Context: an optimization exercise on an open-source flow, tuned for small area and a short achievable clock period. The choices shown serve that exercise and are no tape-out recipe.
In this exercise RTL edits were held to simulation tests only and were not proved equivalent to the original.
No activity file was given, so power comes from the tool's default toggle rates.

## cam_to_ram_fifo
module cam_to_ram_fifo #(
    parameter int DATA_WIDTH = 10,
    parameter int ADDR_WIDTH = 8
) (
    input  logic                  clk,
    input  logic                  reset_n,
    input  logic [DATA_WIDTH-1:0] data,
    input  logic                  wrreq,
    input  logic                  rdreq,
    output logic [DATA_WIDTH-1:0] q,
    output logic                  rdempty,
    output logic                  wrfull,
    output logic [ADDR_WIDTH:0]   usedw
);
For scale: roughly 4000 cells after synthesis, roughly 2800 flip-flops, roughly 35 I/O pins.
Settings: LEC_CHECK=0, CAP_MARGIN=20, CORE_MARGIN=2, CORE_UTILIZATION=50, CTS_CLUSTER_DIAMETER=80, CTS_CLUSTER_SIZE=24, SETUP_SLACK_MARGIN=2.6, SLEW_MARGIN=20, TNS_END_PERCENT=10; clock period 5.0 ns.
run.sh (not shown) runs the stock make flow with config.mk's settings and CLKGATE_MAP_FILE= SYNTH_SCRIPT=/design/flow/synth_recipe.tcl, a recipe that flattens the netlist after the stock synthesis.
The first run ran to the end with no violations.
Next try:
==> flow/flow/run.sh (new file) <==
#!/bin/bash
set -e
echo 'export BUFFER_PORTS_ARGS = -buffer_cell sky130_fd_sc_hd__buf_4' >> config.mk
bash standard.sh > standard.log 2>&1
==> flow/standard.sh (new file) <==
#!/bin/bash
# synth_recipe.tcl (not shown) runs the flow's synth.tcl, then flattens the netlist and writes it again
# the make line also repeats each setting of config.mk as NAME=value (left out here)
make -C /OpenROAD-flow-scripts/flow DESIGN_CONFIG=/design/flow/config.mk WORK_HOME=/design/flow/orfs CLKGATE_MAP_FILE= SYNTH_SCRIPT=/design/flow/synth_recipe.tcl "${@:-finish}"
BUFFER_PORTS_ARGS = -buffer_cell sky130_fd_sc_hd__buf_4   (was not set)
removed: flow/run.sh
Effect: Sequential power is about the same. Power shrinks slightly. Wire length hardly moves. Cell count shrinks slightly. Design area shrinks slightly. Register-to-register slack is better by 0.04 ns. Area after synthesis stays the same. Utilization shrinks by 0.53 points. Fmax grows slightly.

* * *

Another version of the RTL of cam_to_ram_fifo (not shown whole).
Size: roughly 4,100 cells after synthesis, about 2,900 flip-flops, roughly 35 I/O pins.
==> flow/design.v (excerpt) <==
module cam_to_ram_fifo #(
    parameter int DATA_WIDTH = 10,
    parameter int ADDR_WIDTH = 8
) (
    input  logic                  clk,
    input  logic                  reset_n,
    input  logic [DATA_WIDTH-1:0] data,
    input  logic                  wrreq,
    input  logic                  rdreq,
    output logic [DATA_WIDTH-1:0] q,
    output logic                  rdempty,
    output logic                  wrfull,
    output logic [ADDR_WIDTH:0]   usedw
);
    localparam int DW = DATA_WIDTH;
    localparam int NR = 16;      
    localparam int RL = 15;      
    logic [3:0]    A;            
    logic [3:0]    C;            
    logic [3:0]    wp;           
    logic [3:0]    rp;           
    logic [8:0]    count;
    logic          empty_r;
    logic          full_r;
    logic          le15, le16, le31;    
    logic [NR-1:0] P;            
    logic [NR-1:0] V;            
    logic [NR-1:0] rsel;         
    logic [NR-1:0] wen;          
    logic [NR-1:0] land;         
    logic [NR-1:0] catch_h;      
    logic [NR-1:0] pend_h;       
    logic [DW-1:0] S [NR];
    logic [DW-1:0] H [NR];
    assign rdempty = empty_r;
    assign wrfull  = full_r;
    assign usedw   = count;
    wire wr_ok = wrreq & ~full_r;
    wire rd_ok = rdreq & ~empty_r;
    wire inc = wr_ok & ~rd_ok;
    wire dec = rd_ok & ~wr_ok;
    function automatic logic [3:0] step15(input logic [3:0] x, input logic dn);
        if (dn) step15 = x;
        else step15 = (x == 4'd14) ? 4'd0 : x + 4'd1;
    endfunction
    logic [3:0]    A_n, C_n, wp_n, rp_n;
    logic [8:0]    count_n;
    logic          empty_n, full_n, le15_n, le16_n, le31_n;
  ...
clock: 5.0 ns
lec_check: 0
cap_margin: 20
core_margin: 2
core_utilization: 50
cts_cluster_diameter: 80
cts_cluster_size: 24
setup_slack_margin: 2.6
slew_margin: 20
tns_end_percent: 10
Stock flow here: none of the scripts above is used.
The starting point finished clean.
Next try:
- SETUP_SLACK_MARGIN: 2.6 -> 3.0
- TNS_END_PERCENT: 10 -> 5
Effect:
- hold slack loses 0.026 ns
- power came out lower by 1.2%
- clock skew increases by 0.012 ns
- global-route usage hardly moves
- sequential cell count is unchanged
- via count falls by 0.91%
- clock power barely changes

* * *

Setup of old:
Another version of the RTL of cam_to_ram_fifo (not shown whole).
For scale: roughly 4100 cells after synthesis, roughly 2900 flip-flops, ~70000 um^2 of cells after synthesis.
==> flow/config.mk <==
export PLATFORM = sky130hd
export DESIGN_NAME = cam_to_ram_fifo
export DESIGN_NICKNAME = cam_to_ram_fifo
export VERILOG_FILES = /design/flow/design.v
export SDC_FILE = /design/flow/constraint.sdc
export NUM_CORES = 4
export LEC_CHECK = 0
export CAP_MARGIN = 20
export CORE_MARGIN = 2
export CORE_UTILIZATION = 70
export CTS_CLUSTER_DIAMETER = 80
export CTS_CLUSTER_SIZE = 24
export SETUP_SLACK_MARGIN = 2.8
export SLEW_MARGIN = 20
export TNS_END_PERCENT = 10
export BUFFER_PORTS_ARGS = -buffer_cell sky130_fd_sc_hd__buf_4
==> flow/constraint.sdc <==
create_clock -name core_clock -period 5.0 [get_ports {clk}]
set_input_delay 1.0000 -clock core_clock [delete_from_list [all_inputs] [get_ports {clk}]]
set_output_delay 1.0000 -clock core_clock [all_outputs]
set_load 0.01 [all_outputs]
standard.sh (not shown) runs the stock make flow with config.mk's settings and CLKGATE_MAP_FILE= SYNTH_SCRIPT=/design/flow/synth_recipe.tcl, a recipe that flattens the netlist after the stock synthesis.
==> flow/flow/run.sh <==
#!/bin/bash
set -e
echo 'export BUFFER_PORTS_ARGS = -buffer_cell sky130_fd_sc_hd__buf_4' >> config.mk
bash standard.sh > standard.log 2>&1
#### Input delta (new over old)
- swapping 70 for 60 in CORE_UTILIZATION
==> summary.txt <==
- new vs. old: number of antenna violations at the first check in global routing now smaller, post-layout total power now smaller, wire length now smaller, post-cts resize count now smaller.
- [compare] base=old new=new: number of buffers and inverters on the critical path now sits higher; setup slack has increased.
- Re mapped cell area: no difference whatsoever between new and old.

* * *

cam_to_ram_fifo, a different RTL version from the one above (not shown whole).
For scale: ~4,200 cells after synthesis, about 3,000 flip-flops, roughly 35 I/O pins.
make LEC_CHECK=0 CAP_MARGIN=20 CORE_MARGIN=2 CORE_UTILIZATION=50 CTS_CLUSTER_DIAMETER=60 CTS_CLUSTER_SIZE=20 SETUP_SLACK_MARGIN=2.6 SLEW_MARGIN=20 TNS_END_PERCENT=10 finish   # period 5.0 ns
run.sh (not shown) runs the stock make flow with config.mk's settings and CLKGATE_MAP_FILE= SYNTH_SCRIPT=/design/flow/synth_recipe.tcl, a recipe that flattens the netlist after the stock synthesis.
Stock flow here: none of the scripts above is used.
The baseline passed the timing, DRC and antenna checks.
Next try:
- CTS_CLUSTER_DIAMETER: 60 -> 80
- CTS_CLUSTER_SIZE: 20 -> 24
Effect: The new run ran to the end with no violations. Utilization goes down by 0.51 points. Critical path depth goes down by 1. Total power goes down by about 2.8%. Maximum frequency goes up by 2.2%. Die area is unchanged.

* * *

Setup of run 1:
Another version of the RTL of cam_to_ram_fifo (not shown whole).
For scale: ~4,100 cells after synthesis, roughly 2,800 flip-flops, ~35 I/O pins.
Settings: LEC_CHECK=0, CAP_MARGIN=20, CORE_MARGIN=2, CORE_UTILIZATION=70, CTS_CLUSTER_DIAMETER=80, CTS_CLUSTER_SIZE=24, SETUP_SLACK_MARGIN=2.8, SLEW_MARGIN=20, TNS_END_PERCENT=10, BUFFER_PORTS_ARGS=-buffer_cell sky130_fd_sc_hd__buf_4; clock period 5.0 ns.
standard.sh (not shown) runs the stock make flow with config.mk's settings and CLKGATE_MAP_FILE= SYNTH_SCRIPT=/design/flow/synth_recipe.tcl, a recipe that flattens the netlist after the stock synthesis.
Scripts as last shown in full above: flow/flow/run.sh
Relative to run 1, the following input files were edited for run 2:
# run 1
export LEC_CHECK = 0
export CAP_MARGIN = 20
export CORE_MARGIN = 2
export CORE_UTILIZATION = 70
export CTS_CLUSTER_DIAMETER = 80
export CTS_CLUSTER_SIZE = 24
export SETUP_SLACK_MARGIN = 2.8
export SLEW_MARGIN = 20
export TNS_END_PERCENT = 10
export BUFFER_PORTS_ARGS = -buffer_cell sky130_fd_sc_hd__buf_4
create_clock -name core_clock -period 5.0 [get_ports {clk}]
# run 2
export LEC_CHECK = 0
export CAP_MARGIN = 20
export CORE_MARGIN = 2
export CORE_UTILIZATION = 50
export CTS_CLUSTER_DIAMETER = 80
export CTS_CLUSTER_SIZE = 24
export SETUP_SLACK_MARGIN = 2.6
export SLEW_MARGIN = 20
export TNS_END_PERCENT = 10
export BUFFER_PORTS_ARGS = -buffer_cell sky130_fd_sc_hd__buf_4
create_clock -name core_clock -period 5.0 [get_ports {clk}]
Sequential cell count: run 1 vs run 2, no meaningful difference
Taking run 1 as the reference, in run 2 routed via count now smaller; clock-cell share of area now larger; non-clock buffer count now smaller; switching share of power now smaller.
Delta (run 2 minus run 1): critical path depth rose 1; area of all placed cells without fillers about even; combinational power fell about 12%.
> inputs changed (run 2 -> run 3)
# run 2
export LEC_CHECK = 0
export CAP_MARGIN = 20
export CORE_MARGIN = 2
export CORE_UTILIZATION = 50
export CTS_CLUSTER_DIAMETER = 80
export CTS_CLUSTER_SIZE = 24
export SETUP_SLACK_MARGIN = 2.6
export SLEW_MARGIN = 20
export TNS_END_PERCENT = 10
export BUFFER_PORTS_ARGS = -buffer_cell sky130_fd_sc_hd__buf_4
create_clock -name core_clock -period 5.0 [get_ports {clk}]
# run 3
export LEC_CHECK = 0
export CAP_MARGIN = 20
export CORE_MARGIN = 2
export CORE_UTILIZATION = 60
export CTS_CLUSTER_DIAMETER = 80
export CTS_CLUSTER_SIZE = 24
export SETUP_SLACK_MARGIN = 2.8
export SLEW_MARGIN = 20
export TNS_END_PERCENT = 10
export BUFFER_PORTS_ARGS = -buffer_cell sky130_fd_sc_hd__buf_4
create_clock -name core_clock -period 5.0 [get_ports {clk}]
## What came out
Reported leakage power, run 3 vs run 2: up slightly. | share of the clock period used by the worst path | higher: run 2 |. The total vias in the final route number comes out lower for run 2 vs run 3. Run 2 and run 3 ended up with roughly the same design area. Changes observed in run 3 relative to run 2: final critical delay including setup and external delays fell 0.059 ns, post-placement cell count fell by 5.9%, clock power saw little to no change, setup slack after layout rose 0.059 ns.

* * *

The RTL this note starts from:
==> flow/design.v <==
module cam_to_ram_fifo #(
    parameter int DATA_WIDTH = 10,
    parameter int ADDR_WIDTH = 8
) (
    input  logic                  clk,
    input  logic                  reset_n,
    input  logic [DATA_WIDTH-1:0] data,
    input  logic                  wrreq,
    input  logic                  rdreq,
    output logic [DATA_WIDTH-1:0] q,
    output logic                  rdempty,
    output logic                  wrfull,
    output logic [ADDR_WIDTH:0]   usedw
);
    localparam int DW = DATA_WIDTH;
    localparam int NR = 16;      
    localparam int RL = 16;      
    logic [3:0]  A;              
    logic [3:0]  B;              
    logic [7:0]  wp;
    logic [7:0]  rp;
    logic [8:0]  count;
    logic        empty_r;
    logic        full_r;
    logic [NR-1:0] P;            
    logic [NR-1:0] V;            
    logic        wr_ok;
    logic        rd_ok;
    assign rdempty = empty_r;
    assign wrfull  = full_r;
    assign usedw   = count;
    assign wr_ok = wrreq & ~full_r;
    assign rd_ok = rdreq & ~empty_r;
    wire [3:0] wp_lo = wp[3:0];
    wire [3:0] rp_lo = rp[3:0];
    wire a_zero = (A == 4'd0);
    wire a_ones = (A == 4'd15);
    wire b_zero = (B == 4'd0);
    wire b_one  = (B == 4'd1);
    wire ge16 = |count[8:4];
    wire le16 = ~ge16 | (count == 9'd16);
    wire lt32 = ~|count[8:5];
    wire nowrap = (rp_lo <= wp_lo);
    logic [NR-1:0] land;
    logic [NR-1:0] live;
    logic [NR-1:0] pend_h;
    logic [NR-1:0] catch_h;
    logic [NR-1:0] wsel;
    logic [NR-1:0] rsel;
    logic [DW-1:0] S  [NR];
    logic [DW-1:0] H  [NR];
    logic [DW-1:0] R0 [NR];
    genvar r;
    generate
        for (r = 0; r < NR; r = r + 1) begin : g_ring
            logic [RL*DW-1:0] rg;
            wire lt_wp = (4'(r) < wp_lo);
            wire ge_rp = (4'(r) >= rp_lo);
            wire inr   = nowrap ? (ge_rp & lt_wp) : (ge_rp | lt_wp);
            assign wsel[r] = (wp_lo == 4'(r));
            assign rsel[r] = (rp_lo == 4'(r));
            assign land[r] = P[r] & (lt_wp ? a_zero : a_ones);
            assign live[r] = ge16 | inr;
            assign pend_h[r] = P[r] & live[r] & (le16 | (lt32 & ~inr));
            assign catch_h[r] = (ge_rp ? b_zero : b_one) & live[r] & ~pend_h[r];
            assign R0[r] = rg[DW-1:0];
            always_ff @(posedge clk) begin
                rg <= {rg[(RL-1)*DW-1:0], land[r] ? S[r] : rg[RL*DW-1 -: DW]};
            end
            always_ff @(posedge clk) begin
                if (wr_ok & wsel[r]) S[r] <= data;
                if (catch_h[r]) H[r] <= rg[DW-1:0];
            end
            always_ff @(posedge clk or negedge reset_n) begin
                if (!reset_n) begin
                    P[r] <= 1'b0;
                    V[r] <= 1'b0;
                end else begin
                    if (wr_ok & wsel[r]) P[r] <= 1'b1;
                    else if (land[r]) P[r] <= 1'b0;
                    if (rd_ok & rsel[r]) V[r] <= 1'b0;
                    else if (catch_h[r]) V[r] <= 1'b1;
                end
            end
        end
    endgenerate
    logic [DW-1:0] rd_word;
    always_comb begin
        rd_word = '0;
        for (int i = 0; i < NR; i = i + 1) begin
            rd_word = rd_word
                | ({DW{rsel[i] &  V[i]}} & H[i])
                | ({DW{rsel[i] & ~V[i] &  (P[i] & le16)}} & S[i])
                | ({DW{rsel[i] & ~V[i] & ~(P[i] & le16)}} & R0[i]);
        end
    end
    always_ff @(posedge clk or negedge reset_n) begin
        if (!reset_n) begin
            A       <= 4'd1;
            B       <= 4'd0;
            wp      <= '0;
            rp      <= '0;
            count   <= '0;
            empty_r <= 1'b1;
            full_r  <= 1'b0;
        end else begin
            A <= A + 4'd1 - {3'd0, wr_ok & (wp_lo == 4'd15)};
            B <= B + 4'd1 - {3'd0, rd_ok & (rp_lo == 4'd15)};
            if (wr_ok) wp <= wp + 1'b1;
            if (rd_ok) rp <= rp + 1'b1;
            case ({wr_ok, rd_ok})
                2'b10:   count <= count + 1'b1;
                2'b01:   count <= count - 1'b1;
                default: count <= count;
            endcase
            empty_r <= empty_r ? ~wr_ok : (count == 9'd1) & rd_ok & ~wr_ok;
            full_r  <= full_r  ? ~rd_ok : (count == 9'd255) & wr_ok & ~rd_ok;
        end
    end
    logic [DW-1:0] q_r;
    always_ff @(posedge clk or negedge reset_n) begin
        if (!reset_n) begin
            q_r <= '0;
        end else if (rd_ok) begin
            q_r <= rd_word;
        end
    end
    assign q = q_r;
endmodule
make LEC_CHECK=0 CAP_MARGIN=20 CORE_MARGIN=2 CORE_UTILIZATION=50 CTS_BUF_LIST='sky130_fd_sc_hd__clkbuf_4 sky130_fd_sc_hd__clkbuf_8' CTS_CLUSTER_SIZE=30 SETUP_SLACK_MARGIN=1.5 SLEW_MARGIN=20 finish   # period 5.0 ns
run.sh (not shown) runs the stock make flow with config.mk's settings and CLKGATE_MAP_FILE= SYNTH_SCRIPT=/design/flow/synth_recipe.tcl, a recipe that flattens the netlist after the stock synthesis.
Stock flow here: none of the scripts above is used.
Change:
Settings changed: CTS_BUF_LIST sky130_fd_sc_hd__clkbuf_4 sky130_fd_sc_hd__clkbuf_8 to unset, CTS_CLUSTER_SIZE 30 to unset.
Result: Via count went down by 2.9%. Power came out higher by 2.2%. Critical path depth stays the same. Die area stays the same. Fmax rises by 0.95%.

port drivers added, routing unchanged:
Ports are ideal in the flow. The routed layouts listed here were re-timed in OpenROAD. Step 1 assumes that a clkbuf_16 drives the clock port and a buf_2 every other input. Step 2, shift: input delay + t, output delay - t, t = (earliest + latest rising clock arrival at the registers) / 2. This alone moves slack from input paths to output paths. a / b / c = ideal ports / drivers / drivers and shift; a / b = the first two.
| run | t (ns) | setup slack, ns | clock arrival spread, ns | slew at the worst register clock pin (ns) | cell pins on the clock port's net |
|---|---|---|---|---|---|
| the first run of note 1 | 0.869 | 2.197 / 2.197 / 1.469 | 0.039 / 0.039 | 0.10 / 0.10 | 1 |
| the second run of note 1 | 0.872 | 2.234 / 2.234 / 1.665 | 0.051 / 0.050 | 0.10 / 0.10 | 1 |
| the first run of note 2 | 0.871 | 2.021 / 1.988 / 1.257 | 0.042 / 0.041 | 0.10 / 0.10 | 1 |
| the second run of note 2 | 0.883 | 2.039 / 1.959 / 1.222 | 0.050 / 0.050 | 0.10 / 0.10 | 1 |
| old | 0.845 | 2.388 / 2.388 / 1.875 | 0.035 / 0.035 | 0.11 / 0.11 | 1 |
| new | 0.838 | 2.433 / 2.433 / 2.026 | 0.041 / 0.040 | 0.10 / 0.10 | 1 |
| the first run of note 4 | 0.874 | 2.271 / 2.303 / 1.449 | 0.070 / 0.070 | 0.08 / 0.08 | 1 |
| the second run of note 4 | 0.859 | 2.329 / 2.329 / 1.752 | 0.038 / 0.038 | 0.10 / 0.10 | 1 |
| run 1 | 0.872 | 2.303 / 2.303 / 1.925 | 0.050 / 0.050 | 0.11 / 0.11 | 1 |
| run 2 | 0.877 | 2.391 / 2.371 / 2.005 | 0.045 / 0.045 | 0.10 / 0.10 | 1 |
| run 3 | 0.854 | 2.449 / 2.433 / 1.923 | 0.046 / 0.046 | 0.10 / 0.10 | 1 |
| the first run of note 6 | 1.067 | 1.461 / 1.461 / 1.429 | 0.111 / 0.110 | 0.08 / 0.08 | 1 |
| the second run of note 6 | 0.939 | 1.494 / 1.494 / 1.404 | 0.057 / 0.057 | 0.07 / 0.07 | 1 |
After both steps setup and hold are still met in every run listed. For the first run of note 4, which loses most, drivers alone change the setup slack by +0.032 ns; drivers and shift together by -0.822 ns.
